Source: an optimization exercise on an open RTL-to-GDS flow (aim: small area, a short achievable clock period and few clock cycles per item). Production flows keep margins and buffers that such runs may drop. Function was checked by simulation only, so behaviour that the tests miss may differ from the original.

==> flow/design.v, too long to show whole: its modules and the start of the top module <==
// module best_disp_select: 3463 lines
// module bds_norm: 17 lines
// module bds_tab_n: 31 lines
// module bds_tab_d: 31 lines
module best_disp_select #(
    parameter int unsigned NPIX_LOG2 = 8
) (
    input  logic               clk,
    input  logic               rst,
    input  logic               frame_start,
    input  logic [10:0]        fsum,
    input  logic               valid,
    input  logic               last,
    input  logic [13:0]        g2sum,
    input  logic [10:0]        gsum,
    input  logic [13:0]        fg,
    input  logic [5:0]         place,
    output logic               busy,
    output logic [5:0]         best_place,
    output logic               best_valid,
    output logic               done,
    output logic               overrun
);
  // ...
==> flow/flow/run.sh <==
#!/bin/bash
set -euo pipefail
bash standard.sh SETUP_SLACK_MARGIN=7.0 SETUP_MOVE_SEQUENCE=unbuffer,sizeup,swap,clone "CTS_ARGS=-sink_clustering_enable -repair_clock_nets -dont_use_dummy_load -buf_list sky130_fd_sc_hd__clkbuf_4" finish > make.log 2>&1
==> flow/standard.sh <==
#!/bin/bash
# synth_recipe.tcl (not shown) runs the flow's synth.tcl, then flattens the netlist and writes it again
# the make line also repeats each setting of config.mk as NAME=value (left out here)
make -C /OpenROAD-flow-scripts/flow DESIGN_CONFIG=/design/flow/config.mk WORK_HOME=/design/flow/orfs CLKGATE_MAP_FILE= SYNTH_SCRIPT=/design/flow/synth_recipe.tcl "${@:-finish}"
==> flow/config.mk <==
export PLATFORM = sky130hd
export DESIGN_NAME = best_disp_select
export DESIGN_NICKNAME = best_disp_select
export VERILOG_FILES = /design/flow/design.v
export SDC_FILE = /design/flow/constraint.sdc
export NUM_CORES = 4
export LEC_CHECK = 0
export CAP_MARGIN = 20
export CORE_MARGIN = 2
export CORE_UTILIZATION = 40
export SLEW_MARGIN = 20
==> flow/constraint.sdc <==
create_clock -name core_clock -period 12.0 [get_ports {clk}]
set_input_delay 2.4000 -clock core_clock [delete_from_list [all_inputs] [get_ports {clk}]]
set_output_delay 2.4000 -clock core_clock [all_outputs]
set_load 0.01 [all_outputs]
==> results.txt, run 1 <==
| Parameter | This run |
|:---|:---|
| Final-layout fill cell count | 9032 |
| Final Worst Setup Slack | 6.11 ns |
| Critical path launch point type | flip-flop |
| Endpoint of the lowest-slack register-to-register path | r1_num[21] |
| Result of the run | timing/DRC/antenna clean |
| Count of multi-input combinational gates | 2573 |
| Synthesized-area fraction occupied by ao, oa, aoi and oai cells | 12.2% |
| CP Depth | 20 |
| WL met1 | 41.5 mm |
| Proportion of synthesized chip area in sequential cells | 40.1% |
| Cell depth of the worst min-delay path | 0 |
| Top layer used by detailed routing | met4 |
| Count of flip-flops with a built-in enable after synthesis | 444 |
| CTS tree | built |
| Tightest Pin Transition | 0.985 ns |
| # port buffers | 70 |
| Growth of design area from synthesis to finish | 10.0% |
| Number of optimization iterations in the first detailed-route pass | 5 |
| Number of buffers added to fix hold violations after cts | 0 |
| Final std cell area, no fill | 41700 µm² |
| Dominant combinational cell family by area after synthesis | adder cells |
| Setup TNS | 0 ns |
| Number of clock sinks | 536 |
| Number of maximum-capacitance constraint violations | 0 |
| N_diodes | 3 |
| Fraction of standard cell area in multi-input logic | 50.2% |
| Primary FF master, synth | sky130_fd_sc_hd__edfxtp_1 |
| Met3 wire length | 4.22 mm |
| Netlist area before placement | 37900 µm² |
| Share of final layout cell area taken by clock buffers and inverters | 2.70% |
Testbench counts, summed over its fixed seeds: cycles 10,366, items 9,296.
==> run 2: changes to the inputs <==
==> flow/flow/run.sh (replaced) <==
#!/bin/bash
set -euo pipefail
bash standard.sh SETUP_SLACK_MARGIN=7.0 "CTS_ARGS=-sink_clustering_enable -repair_clock_nets -dont_use_dummy_load -buf_list sky130_fd_sc_hd__clkbuf_4" finish > make.log 2>&1
--- a/flow/config.mk
+++ b/flow/config.mk
@@ -9,3 +9,4 @@
 export CORE_MARGIN = 2
 export CORE_UTILIZATION = 40
+export PLACE_DENSITY = 0.7
 export SLEW_MARGIN = 20
==> run 2 against run 1 <==
Net effect: register-to-register slack better by 0.71 ns; area after synthesis unchanged; via count rose by 2.1%; core utilization is 0.43 points higher; highest routed layer unchanged; final area increased by 0.96%; critical path type unchanged; synthesized cell count did not move.
==> results.txt, run 2 <==
| Parameter | This run | vs previous |
|:---|:---|:---|
| Result of the run | timing/DRC/antenna clean |  |
| Floorplan row count | 112 |  |
| Setup repair after global routing missed its margin | yes |  |
| Growth of design area from synthesis to finish | 11.1% |  |
| Relative slew slack | 29.2% |  |
| DR WL/cell | 16.9 µm |  |
| DRC marker count from the first detailed-route iteration | 1846 |  |
| Leading post-synthesis cells by instance count | sky130_fd_sc_hd__inv_1, sky130_fd_sc_hd__edfxtp_1, sky130_fd_sc_hd__nand2_1 |  |
| Leading cell type in the layout, fill and taps excluded | sky130_fd_sc_hd__inv_1 |  |
| Share of synthesized flip-flops with an asynchronous set or reset | 0% |  |
| Count of flip-flops with a built-in enable after synthesis | 444 | unchanged |
| Routability-driven placement congestion ratio | 0.910 |  |
| Post-Synthesis Mean Instance Area | 10.2 µm² |  |
| Clock latency reported for the late side of the worst-skew pair | 1.03 ns |  |
| Die span in x | 312 µm |  |
| Grt total ovfl | 0 |  |
| CTS max path bufs | 3 |  |
| Number of global-route vias before repair | 27100 |  |
| FF+latch count, synth | 536 |  |
| Class of the tightest hold or removal check | flip-flop to flip-flop |  |
| Maximum level of the CTS H-tree | 4 |  |
| Mapped Cells | 3710 |  |
| Number of buffers added to fix hold violations after cts | 0 | unchanged |
| Ordered list of cells on the worst path | buf_12, or3_4, o21ai_4, buf_6, a22oi_2, xnor2_2, fa_1, inv_1, fa_1, fa_1, inv_1, fa_1, ha_4, or2_4, o31a_1, o41a_1, a211o_1, a21o_1, a21oi_2, xnor2_1 |  |
| Clock Skew | 0.109 ns |  |
| Highest clock frequency the design can meet | 0.193 GHz |  |
| Slowest cell on the critical path | sky130_fd_sc_hd__fa_1 |  |
| Initial antenna violation count | 3 |  |
| Final routed wirelength across all metal layers | 87.0 mm |  |
| Total routing usage reported by global routing | 17.8% |  |
| Primary FF master, synth | sky130_fd_sc_hd__edfxtp_1 |  |
| Proportion of synthesized chip area in sequential cells | 40.1% | unchanged |
| Worst Path Max Fanout | 5 |  |
| Library cell with the largest summed area after synthesis | sky130_fd_sc_hd__edfxtp_1 |  |
| Vias | 27200 |  |
| Clock transition at path regs | 0.06 ns |  |
| CP Buf/Inv Count | 4 |  |
| Number of optimization iterations in the first detailed-route pass | 9 | +4 |
| Area share of the leading cell type in the synthesized netlist | 35.2% |  |
| Top-count cell post-synth | sky130_fd_sc_hd__inv_1 |  |
| Number of maximum-capacitance constraint violations | 0 | unchanged |
| Fraction of layout cells with a size suffix above 1 | 9.86% |  |
| Final std cell area, no fill | 42100 µm² | +0.96% |
| First-pass GRT wire length | 140 mm |  |
| Critical path launch point type | flip-flop |  |
| CTS root buffer | sky130_fd_sc_hd__clkbuf_4 |  |
| # port buffers | 70 | unchanged |
| Finished Layout Cells | 5143 |  |
| Crit Path Category | flip-flop to flip-flop |  |
| Final count of negative-setup-slack endpoints | 0 |  |
| Setup TNS | 0 ns | unchanged |
| Number of nets with antenna violations after detailed routing | 0 |  |
| Final #Nets | 4438 |  |
| Number of clock sinks | 536 | unchanged |
| Height of the die | 312 µm |  |
| Number of buffers inserted during clock tree synthesis | 148 |  |
| Dominant delay contributor by cell family on the critical path | adder cells |  |
| Hold violation count in the final report | 0 |  |
| Largest net degree at the start of global routing | 109 |  |
| Most repeated library cell on the critical path | sky130_fd_sc_hd__fa_1 |  |
| Critical path arrival | 5.88 ns |  |
| CTS tree | built |  |
| Placeable core area | 93600 µm² |  |
| Worst EP required | 12.70 ns |  |
| Number of cells in the design after placement | 4917 |  |
| Sort of element at the end of the critical path | flip-flop |  |
| Clock period minus worst slack | 5.18 ns |  |
| Initial core utilization | 40.5% |  |
| Registers with the most flip-flops | r_bk x25, s_k x25 |  |
| Most frequent cells in the layout | sky130_fd_sc_hd__inv_1, sky130_fd_sc_hd__edfxtp_1, sky130_fd_sc_hd__nand2_1 |  |
| Crit share post-route | 43.1% |  |
| Number of vias per cell | 5.28 |  |
| Tightest Pin Transition | 1.06 ns | +0.0776 ns |
| Top cells by area in the synthesized netlist | sky130_fd_sc_hd__edfxtp_1, sky130_fd_sc_hd__fa_1, sky130_fd_sc_hd__ha_1 |  |
| Final routed DRC violation total | 0 |  |
| Pins Over Slew Limit | 0 |  |
| Critical Path Max Stage Delay | 0.52 ns |  |
| Cell area reported after detailed placement | 39900 µm² |  |
| Worst hold slack | 0.376 ns |  |
| Ports placed on the boundary | 71 |  |
| HPWL after detailed placement | 62.7 mm |  |
| Count of distinct cell types in the synthesized netlist | 90 |  |
| Netlist area before placement | 37900 µm² | unchanged |
| Total number of yosys warnings | 2 |  |
| Total nets after synthesis | 4272 |  |
| Die ar. | 97200 µm² |  |
run 2: layout make-up:
class	count	area [µm²]
clock buffers	148	1110
flip-flops and latches	536	15200
fillers	8846	51500
well taps	1254	1570
multi-input cells	2567	20800
repair buffers	152	1570
diodes	15	37.5
inverters	471	1790
run 2: logic make-up after synthesis:
kind of cell	after synthesis	share of synthesized area, %
AO/OA/AOI/OAI	696	12.2
XOR/XNOR	159	3.68
adder cells (fa/ha/maj)	501	21.2
buffers and inverters	608	6.11
flip-flops	536	40.1
multiplexers	76	2.48
AND/OR/NAND/NOR	1134	14.3
run 2: through the flow:
| stage | util, % | worst slack, ns |
|---|---|---|
| 2_1_floorplan | - | 6.83 |
| 3_3_place_gp | 42.6 | 5.83 |
| 3_5_place_dp | 42.6 | 5.81 |
| 4_1_cts | 44.4 | 6.81 |
| 5_1_grt | 44.9 | 6.64 |
| 6_report | 44.9 | 6.82 |
run 2: worst paths after layout:
check                           cells past startpoint          to  startpoint  slack (ns)
worst min-delay path                                0   rf_num[8]   rn_num[8]        0.38
worst min register to register                      0   rf_num[8]   rn_num[8]        0.38
worst max register to register                     20  r1_num[18]  r0_gsum[1]        6.82
worst max-delay path                               20  r1_num[18]  r0_gsum[1]        6.82
run 2: routing by layer:
metal	global-route usage [%]	up-vias	part of all wire, %
met5	0	-	0
met4	6.60	0	2.6
met3	3.13	177	5.4
met2	29.0	749	47
met1	23.7	13000	45
li1	-	13200	-
run 2: what timing repair did:
action,4_1_cts,5_1_grt
setup buffers,42,15
endpoints found under the setup margin,160,165
gates cloned,2,4
gates resized for setup,49,45
pin swaps,19,20
run 2: worst reg2reg max path, cell delays in order, from the launching register on:
cell and delay (ns):
sky130_fd_sc_hd__edfxtp_1 0.42, sky130_fd_sc_hd__buf_12 0.16, sky130_fd_sc_hd__or3_4 0.34, sky130_fd_sc_hd__o21ai_4 0.12
sky130_fd_sc_hd__buf_6 0.14, sky130_fd_sc_hd__a22oi_2 0.06, sky130_fd_sc_hd__xnor2_2 0.17, sky130_fd_sc_hd__fa_1 0.50
sky130_fd_sc_hd__inv_1 0.05, sky130_fd_sc_hd__fa_1 0.45, sky130_fd_sc_hd__fa_1 0.49, sky130_fd_sc_hd__inv_1 0.05
sky130_fd_sc_hd__fa_1 0.52, sky130_fd_sc_hd__ha_4 0.21, sky130_fd_sc_hd__or2_4 0.23, sky130_fd_sc_hd__o31a_1 0.12
sky130_fd_sc_hd__o41a_1 0.16, sky130_fd_sc_hd__a211o_1 0.31, sky130_fd_sc_hd__a21o_1 0.18, sky130_fd_sc_hd__a21oi_2 0.13
sky130_fd_sc_hd__xnor2_1 0.08
==> run 3: changes to the inputs <==
--- a/flow/config.mk
+++ b/flow/config.mk
@@ -9,4 +9,3 @@
 export CORE_MARGIN = 2
 export CORE_UTILIZATION = 40
-export PLACE_DENSITY = 0.7
 export SLEW_MARGIN = 20
==> run 3 against run 2 <==
Net effect: still clean on timing, DRC and antenna; final area about the same; clock skew increased by 0.0055 ns; clock-buffer cell count increased by 2; via count decreased by 1.5%; worst hold slack improved by 0.016 ns; final cell count decreased by 0.17%; first-iteration DRC count decreased by 18%; critical endpoint is now r1_num[21]; highest routed layer unchanged.
==> results.txt, run 3 <==
| Parameter | This run | vs previous |
|:---|:---|:---|
| Result of the run | timing/DRC/antenna clean |  |
| First-pass GRT wire length | 143 mm | +1.5% |
| Die ar. | 97200 µm² | unchanged |
| Critical path arrival | 5.85 ns | -0.03 ns |
| Placeable core area | 93600 µm² | unchanged |
| Count of distinct cell types in the synthesized netlist | 90 | unchanged |
| Final routed DRC violation total | 0 | unchanged |
| Number of maximum-capacitance constraint violations | 0 | unchanged |
| Primary FF master, synth | sky130_fd_sc_hd__edfxtp_1 |  |
| Leading post-synthesis cells by instance count | sky130_fd_sc_hd__inv_1, sky130_fd_sc_hd__edfxtp_1, sky130_fd_sc_hd__nand2_1 |  |
| Clock transition at path regs | 0.06 ns | about the same |
| Top cells by area in the synthesized netlist | sky130_fd_sc_hd__edfxtp_1, sky130_fd_sc_hd__fa_1, sky130_fd_sc_hd__ha_1 |  |
| Setup repair after global routing missed its margin | yes |  |
| Ports placed on the boundary | 71 | unchanged |
| Initial core utilization | 40.5% | unchanged |
| Grt total ovfl | 0 | unchanged |
| Hold violation count in the final report | 0 | unchanged |
| Area of the multi-input gates | 20900 µm² | +0.37% |
| Pins Over Slew Limit | 0 | unchanged |
| Number of buffers inserted during clock tree synthesis | 150 | +1.4% |
| CTS tree | built |  |
| Number of vias per cell | 5.21 | -1.3% |
| Clock Skew | 0.115 ns | +0.00552 ns |
| CTS max path bufs | 3 | unchanged |
| Class of the tightest hold or removal check | flip-flop to flip-flop |  |
| Total routing usage reported by global routing | 18.3% | +0.46 points |
| Die span in x | 312 µm | unchanged |
| Number of nets with antenna violations after detailed routing | 0 | unchanged |
| Highest clock frequency the design can meet | 0.194 GHz | +0.46% |
| Registers with the most flip-flops | r_bk x25, s_k x25 |  |
| Top-count cell post-synth | sky130_fd_sc_hd__inv_1 |  |
| Leading cell type in the layout, fill and taps excluded | sky130_fd_sc_hd__inv_1 |  |
| Fraction of layout cells with a size suffix above 1 | 10.1% | +0.22 points |
| FF+latch count, synth | 536 | unchanged |
| Initial antenna violation count | 2 | -1 |
| Number of clock sinks | 536 | unchanged |
| Crit share post-route | 42.9% | -0.20 points |
| Total number of yosys warnings | 2 | unchanged |
| Vias | 26800 | -1.5% |
| Worst Path Max Fanout | 5 | unchanged |
| Total nets after synthesis | 4272 | unchanged |
| Final count of negative-setup-slack endpoints | 0 | unchanged |
| Setup TNS | 0 ns | unchanged |
| Largest net degree at the start of global routing | 78 | -28% |
| Area share of the leading cell type in the synthesized netlist | 35.2% | unchanged |
| Routability-driven placement congestion ratio | 0.891 | -2.1% |
| Final-layout fill cell count | 9012 | +1.9% |
| # port buffers | 70 | unchanged |
| Final standard cell utilization of the core | 44.9% | about the same |
| Library cell with the largest summed area after synthesis | sky130_fd_sc_hd__edfxtp_1 |  |
| Sort of element at the end of the critical path | flip-flop |  |
| Sequential cell area in the final layout | 15200 µm² | about the same |
| Share of synthesized flip-flops with an asynchronous set or reset | 0% | unchanged |
| Number of cells in the design after placement | 4920 | +0.061% |
| HPWL after detailed placement | 64.0 mm | +2.0% |
| Post-Synthesis Mean Instance Area | 10.2 µm² | unchanged |
| CTS root buffer | sky130_fd_sc_hd__clkbuf_4 |  |
| Number of optimization iterations in the first detailed-route pass | 7 | -2 |
| Number of global-route vias before repair | 26800 | -1.3% |
| Mapped Cells | 3710 | unchanged |
| Tightest Pin Transition | 0.979 ns | -0.0836 ns |
| DRC marker count from the first detailed-route iteration | 1519 | -18% |
| Proportion of synthesized chip area in sequential cells | 40.1% | unchanged |
| Clock period minus worst slack | 5.15 ns | -0.0236 ns |
| Most frequent cells in the layout | sky130_fd_sc_hd__inv_1, sky130_fd_sc_hd__edfxtp_1, sky130_fd_sc_hd__nand2_1 |  |
| Worst EP required | 12.69 ns | about the same |
| Count of flip-flops with a built-in enable after synthesis | 444 | unchanged |
| Relative slew slack | 34.8% | +5.6 points |
| Clock latency reported for the late side of the worst-skew pair | 1.00 ns | -0.03 ns |
| Final #Nets | 4441 | +0.068% |
| Maximum level of the CTS H-tree | 4 | unchanged |
| Floorplan row count | 112 | unchanged |
| Height of the die | 312 µm | unchanged |
| Crit Path Category | flip-flop to flip-flop |  |
| DR WL/cell | 17.3 µm | +2.1% |
| Finished Layout Cells | 5134 | -0.17% |
| Critical path launch point type | flip-flop |  |
| Final routed wirelength across all metal layers | 88.7 mm | +2.0% |
| Number of buffers added to fix hold violations after cts | 0 | unchanged |
| Netlist area before placement | 37900 µm² | unchanged |
| Growth of design area from synthesis to finish | 11.1% | about the same |
-- run 3: timing repair --
item | CTS | global route
pin swaps | 22 | 15
setup buffers | 38 | 16
gates resized for setup | 51 | 49
setup endpoints to repair | 148 | 151
cloned | 3 | 4
-- run 3: path summary, 6_finish.rpt --
path | startpoint | end | slack [ns] | cells after the start
worst min register to register | rn_den[17] | rf_den[17] | 0.39 | 0
worst min-delay path | rn_den[17] | rf_den[17] | 0.39 | 0
worst max register to register | r0_gsum[3] | r1_num[21] | 6.85 | 20
worst max-delay path | r0_gsum[3] | r1_num[21] | 6.85 | 20
-- run 3: cell type report --
| type | count | share of cell area [%] |
|---|---|---|
| repair buffers | 151 | 3.61 |
| clock buffers | 150 | 2.68 |
| flip-flops and latches | 536 | 36.1 |
| well taps | 1254 | 3.73 |
| diodes | 3 | 0.0178 |
| multi-input cells | 2569 | 49.6 |
| inverters | 471 | 4.24 |
-- run 3: critical path, cell delays in order (launching register included) --
cell and delay (ns):
sky130_fd_sc_hd__edfxtp_1 0.48, sky130_fd_sc_hd__inv_4 0.07, sky130_fd_sc_hd__or3_4 0.38, sky130_fd_sc_hd__o21ai_4 0.11, sky130_fd_sc_hd__a22oi_2 0.10, sky130_fd_sc_hd__xnor2_2 0.18, sky130_fd_sc_hd__fa_1 0.52, sky130_fd_sc_hd__inv_2 0.04
sky130_fd_sc_hd__fa_2 0.53, sky130_fd_sc_hd__fa_1 0.42, sky130_fd_sc_hd__fa_1 0.50, sky130_fd_sc_hd__inv_2 0.05, sky130_fd_sc_hd__ha_4 0.27, sky130_fd_sc_hd__and3_4 0.16, sky130_fd_sc_hd__o211ai_1 0.11, sky130_fd_sc_hd__a31o_2 0.25
sky130_fd_sc_hd__o21ba_4 0.23, sky130_fd_sc_hd__o21bai_4 0.14, sky130_fd_sc_hd__a21o_1 0.15, sky130_fd_sc_hd__a21oi_2 0.06, sky130_fd_sc_hd__xnor2_1 0.13
-- run 3: cells by family (layout without fill, tap and decap cells) --
logic type | Yosys count | after routing | synth area share (%)
AO/OA/AOI/OAI | 696 | 696 | 12.2
XOR/XNOR | 159 | 159 | 3.68
adder cells (fa/ha/maj) | 501 | 501 | 21.2
buffers and inverters | 608 | 772 | 6.11
flip-flops | 536 | 536 | 40.1
multiplexers | 76 | 76 | 2.48
other | 0 | 3 | 0
AND/OR/NAND/NOR | 1134 | 1137 | 14.3
-- run 3: per-layer routing --
layer / up-vias / share of wire [%] / track usage [%]
met4: 0 / 2.7 / 5.97
met5: - / 0 / 0
met2: 642 / 46 / 29.2
met3: 164 / 4.5 / 3.51
li1: 13200 / - / -
met1: 12700 / 47 / 25.0
-- run 3: through the flow --
step / setup slack (ns) / instance area, µm² / hold WS, ns
finish: 6.85 / 42100 / 0.392
floorplan: 6.83 / 38000 / 0.400
global placement: 5.86 / 39900 / 0.401
global route: 6.68 / 42100 / 0.395
detailed placement: 5.78 / 39900 / 0.405
CTS: 6.86 / 41600 / 0.387
==> run 4: changes to the inputs <==
--- a/flow/config.mk
+++ b/flow/config.mk
@@ -10,2 +10,3 @@
 export CORE_UTILIZATION = 40
 export SLEW_MARGIN = 20
+export TNS_END_PERCENT = 20
==> run 4 against run 3 <==
Net effect: core utilization fell by 0.30 points; critical path type unchanged; area after synthesis did not move; highest routed layer unchanged; final cell count fell by 0.19%.
==> results.txt, run 4 <==
| Parameter | This run | vs previous |
|:---|:---|:---|
| Post-Synthesis Mean Instance Area | 10.2 µm² | unchanged |
| Vias | 26700 | -0.056% |
| Growth of design area from synthesis to finish | 10.3% |  |
| Floorplan row count | 112 | unchanged |
| Final #Nets | 4431 | -0.23% |
| Finished Layout Cells | 5124 | -0.19% |
| Clock transition at path regs | 0.06 ns | about the same |
| Mapped Cells | 3710 | unchanged |
| Number of buffers inserted during clock tree synthesis | 152 | +1.3% |
| Number of buffers added to fix hold violations after cts | 0 | unchanged |
| Crit share post-route | 43.6% | +0.64 points |
| Count of flip-flops with a built-in enable after synthesis | 444 | unchanged |
| Relative slew slack | 26.9% | -7.8 points |
| Number of maximum-capacitance constraint violations | 0 | unchanged |
| Fraction of layout cells with a size suffix above 1 | 9.26% | -0.83 points |
| Met2 global-route usage | 28.7% | -0.48 points |
| Final routed DRC violation total | 0 | unchanged |
| Worst EP required | 12.73 ns | +0.04 ns |
| # port buffers | 70 | unchanged |
| Placeable core area | 93600 µm² | unchanged |
| Grt met1 use | 24.8% | -0.18 points |
| Die span in x | 312 µm | unchanged |
| Number of cells in the design after placement | 4916 | -0.081% |
| Share of synthesized flip-flops with an asynchronous set or reset | 0% | unchanged |
| Routability-driven placement congestion ratio | 0.888 | -0.35% |
| Most heavily used metal layer in global routing | met2 |  |
| Crit Path Category | flip-flop to flip-flop |  |
| Grt total ovfl | 0 | unchanged |
| Cell area reported after detailed placement | 39800 µm² | -0.31% |
| Initial core utilization | 40.5% | unchanged |
| Top-count cell post-synth | sky130_fd_sc_hd__inv_1 |  |
| Highest clock frequency the design can meet | 0.191 GHz | -1.5% |
| Clock latency reported for the late side of the worst-skew pair | 1.03 ns | +0.03 ns |
| Largest net degree at the start of global routing | 80 | +2.6% |
| Total routing usage reported by global routing | 18.3% | about the same |
| Class of the tightest hold or removal check | flip-flop to flip-flop |  |
| Top cells by area in the synthesized netlist | sky130_fd_sc_hd__edfxtp_1, sky130_fd_sc_hd__fa_1, sky130_fd_sc_hd__ha_1 |  |
| Result of the run | timing/DRC/antenna clean |  |
| Number of global-route vias before repair | 26600 | -0.70% |
| Endpoint of the lowest-slack register-to-register path | r1_num[21] |  |
| Setup repair after global routing missed its margin | yes |  |
| FF+latch count, synth | 536 | unchanged |
| Number of clock sinks | 536 | unchanged |
| Registers with the most flip-flops | r_bk x25, s_k x25 |  |
| Worst Setup EP | r1_num[21] |  |
| Pins Over Slew Limit | 0 | unchanged |
| Netlist area before placement | 37900 µm² | unchanged |
| CTS root buffer | sky130_fd_sc_hd__clkbuf_4 |  |
| Sort of element at the end of the critical path | flip-flop |  |
| Number of vias per cell | 5.22 | +0.14% |
| Clock period minus worst slack | 5.23 ns | +0.0763 ns |
| HPWL after detailed placement | 63.9 mm | about the same |
| CTS max path bufs | 3 | unchanged |
| Launch point of the worst reg-to-reg path | r0_gsum[1] |  |
| Ports placed on the boundary | 71 | unchanged |
| Clock Skew | 0.102 ns | -0.0129 ns |
| Total nets after synthesis | 4272 | unchanged |
| Met3 track utilization from global routing | 3.39% | -0.11 points |
| Final std cell area, no fill | 41800 µm² | -0.66% |
| Number of optimization iterations in the first detailed-route pass | 5 | -2 |
| First-pass GRT wire length | 142 mm | -0.52% |
| Final Worst Setup Slack | 6.77 ns | -0.0763 ns |
| Number of cells on the worst reg-to-reg path | 20 | unchanged |
| Initial antenna violation count | 3 | +1 |
| Setup TNS | 0 ns | unchanged |
| DR WL/cell | 17.2 µm | -0.42% |
| Most frequent cells in the layout | sky130_fd_sc_hd__inv_1, sky130_fd_sc_hd__edfxtp_1, sky130_fd_sc_hd__nand2_1 |  |
| Register-to-register path setup slack | 6.77 ns | -0.08 ns |
| Final count of negative-setup-slack endpoints | 0 | unchanged |
| Area share of the leading cell type in the synthesized netlist | 35.2% | unchanged |
| CTS tree | built |  |
| Library cell with the largest summed area after synthesis | sky130_fd_sc_hd__edfxtp_1 |  |
| Worst setup slack before clock tree synthesis | 5.29 ns | -0.493 ns |
| Total number of yosys warnings | 2 | unchanged |
| Count of distinct cell types in the synthesized netlist | 90 | unchanged |
| Final routed wirelength across all metal layers | 88.2 mm | -0.61% |
| DRC marker count from the first detailed-route iteration | 1856 | +22% |
| Critical path launch point type | flip-flop |  |
| Worst Setup SP | r0_gsum[1] |  |
| Leading cell type in the layout, fill and taps excluded | sky130_fd_sc_hd__inv_1 |  |
| Die ar. | 97200 µm² | unchanged |
| Leading post-synthesis cells by instance count | sky130_fd_sc_hd__inv_1, sky130_fd_sc_hd__edfxtp_1, sky130_fd_sc_hd__nand2_1 |  |
| Height of the die | 312 µm | unchanged |
| Primary FF master, synth | sky130_fd_sc_hd__edfxtp_1 |  |
| Worst Path Max Fanout | 5 | unchanged |
| Tightest Pin Transition | 1.10 ns | +0.117 ns |
| Number of nets with antenna violations after detailed routing | 0 | unchanged |
| Hold violation count in the final report | 0 | unchanged |
| Maximum level of the CTS H-tree | 4 | unchanged |
| Critical path arrival | 5.96 ns | +0.11 ns |
| Proportion of synthesized chip area in sequential cells | 40.1% | unchanged |
==> run 4: cell types whose count changed in the layout (fill, tap and decap cells not counted), sizes merged <==
cell and change:
clkinvlp +1, nor2b +1, nand2 -3, clkbuf +3, buf -11, inv -1
==> run 4: cell type report <==
cell class                      count  area (µm²)
Inverter                          471        1790
Antenna cell                        3        7.51
Timing Repair Buffer              141        1390
Multi-Input combinational cell   2567       20700
Fill cell                        9058       51800
Tap cell                         1254        1570
Clock buffer                      152        1140
Sequential cell                   536       15200
==> run 4: critical path, cell delays in order (launching register included) <==
cell and delay (ns):
sky130_fd_sc_hd__edfxtp_1 0.42, sky130_fd_sc_hd__buf_12 0.16, sky130_fd_sc_hd__or3_4 0.38, sky130_fd_sc_hd__o21ai_4 0.10, sky130_fd_sc_hd__a22oi_2 0.10, sky130_fd_sc_hd__xnor2_2 0.18
sky130_fd_sc_hd__fa_1 0.55, sky130_fd_sc_hd__inv_2 0.04, sky130_fd_sc_hd__fa_1 0.50, sky130_fd_sc_hd__fa_1 0.52, sky130_fd_sc_hd__fa_1 0.56, sky130_fd_sc_hd__inv_2 0.05
sky130_fd_sc_hd__ha_4 0.26, sky130_fd_sc_hd__and3_1 0.15, sky130_fd_sc_hd__o211ai_1 0.13, sky130_fd_sc_hd__a31o_4 0.26, sky130_fd_sc_hd__o21ba_4 0.21, sky130_fd_sc_hd__o21bai_4 0.11
sky130_fd_sc_hd__a21o_1 0.15, sky130_fd_sc_hd__a21oi_2 0.06, sky130_fd_sc_hd__xnor2_1 0.12
==> run 4: kinds of logic after synthesis <==
kind of cell,share of synthesized area [%]
flops,40.1
buf+inv,6.11
xor+xnor,3.68
fa+ha+maj,21.2
compound gates,12.2
mux,2.48
simple gates,14.3
==> run 4: routing by layer <==
metal | routed length, µm | vias up
li1 | - | 13200
met1 | 40600 | 12700
met2 | 40200 | 662
met3 | 4600 | 169
met4 | 2830 | 0
met5 | 0 | -
==> run 4: metrics by stage <==
| step | hold WS [ns] | utilization [%] |
|---|---|---|
| after floorplan | 0.400 | - |
| final | 0.367 | 44.6 |
| after global placement | 0.401 | 42.5 |
| after CTS | 0.350 | 44.3 |
| after detailed placement | 0.405 | 42.5 |
| after global routing | 0.363 | 44.6 |
==> run 4: timing repair <==
action,4_1_cts,5_1_grt
buffers inserted,34,13
pin swaps,32,25
endpoints found under the setup margin,166,161
gates cloned,2,2
gates resized for setup,55,25
hold endpoints to repair,0,0
==> run 4: worst min-delay path by stage <==
stage	from	to	slack, ns	depth (start not counted)
after detailed placement	rn_den[10]	rf_den[10]	0.40	0
after CTS	rn_num[21]	rf_num[21]	0.35	0
after floorplan	r0_last	r1_last	0.40	0
after global routing	rn_num[21]	rf_num[21]	0.36	0
final	rn_num[21]	rf_num[21]	0.37	0
after global placement	rn_den[14]	rf_den[14]	0.40	0

port drivers added, routing unchanged:
Ports are ideal in the flow. The routed layouts listed here were re-timed in OpenROAD.
Step 1: set_driving_cell puts a clkbuf_16 on clk and a buf_2 on each other input, an assumption about the parent block.
Step 2 adds t to the input delays and takes it off the output delays; t is the mean of the earliest and latest rising clock arrival at the registers after step 1. Input paths then give back, and output paths get back, about the clock's delay inside the block.
Three values: ideal, step 1, step 2; two values: the first two.
run | shift t [ns] | setup slack, ns | worst slew at a driven data input, ns
run 1 | 1.010 | 6.109 / 6.109 / 6.109 | 0.06
run 2 | 1.044 | 6.823 / 6.823 / 6.823 | 0.06
run 3 | 1.008 | 6.847 / 6.847 / 6.847 | 0.06
run 4 | 1.033 | 6.770 / 6.770 / 6.770 | 0.05
After both steps setup and hold are still met in every run listed.
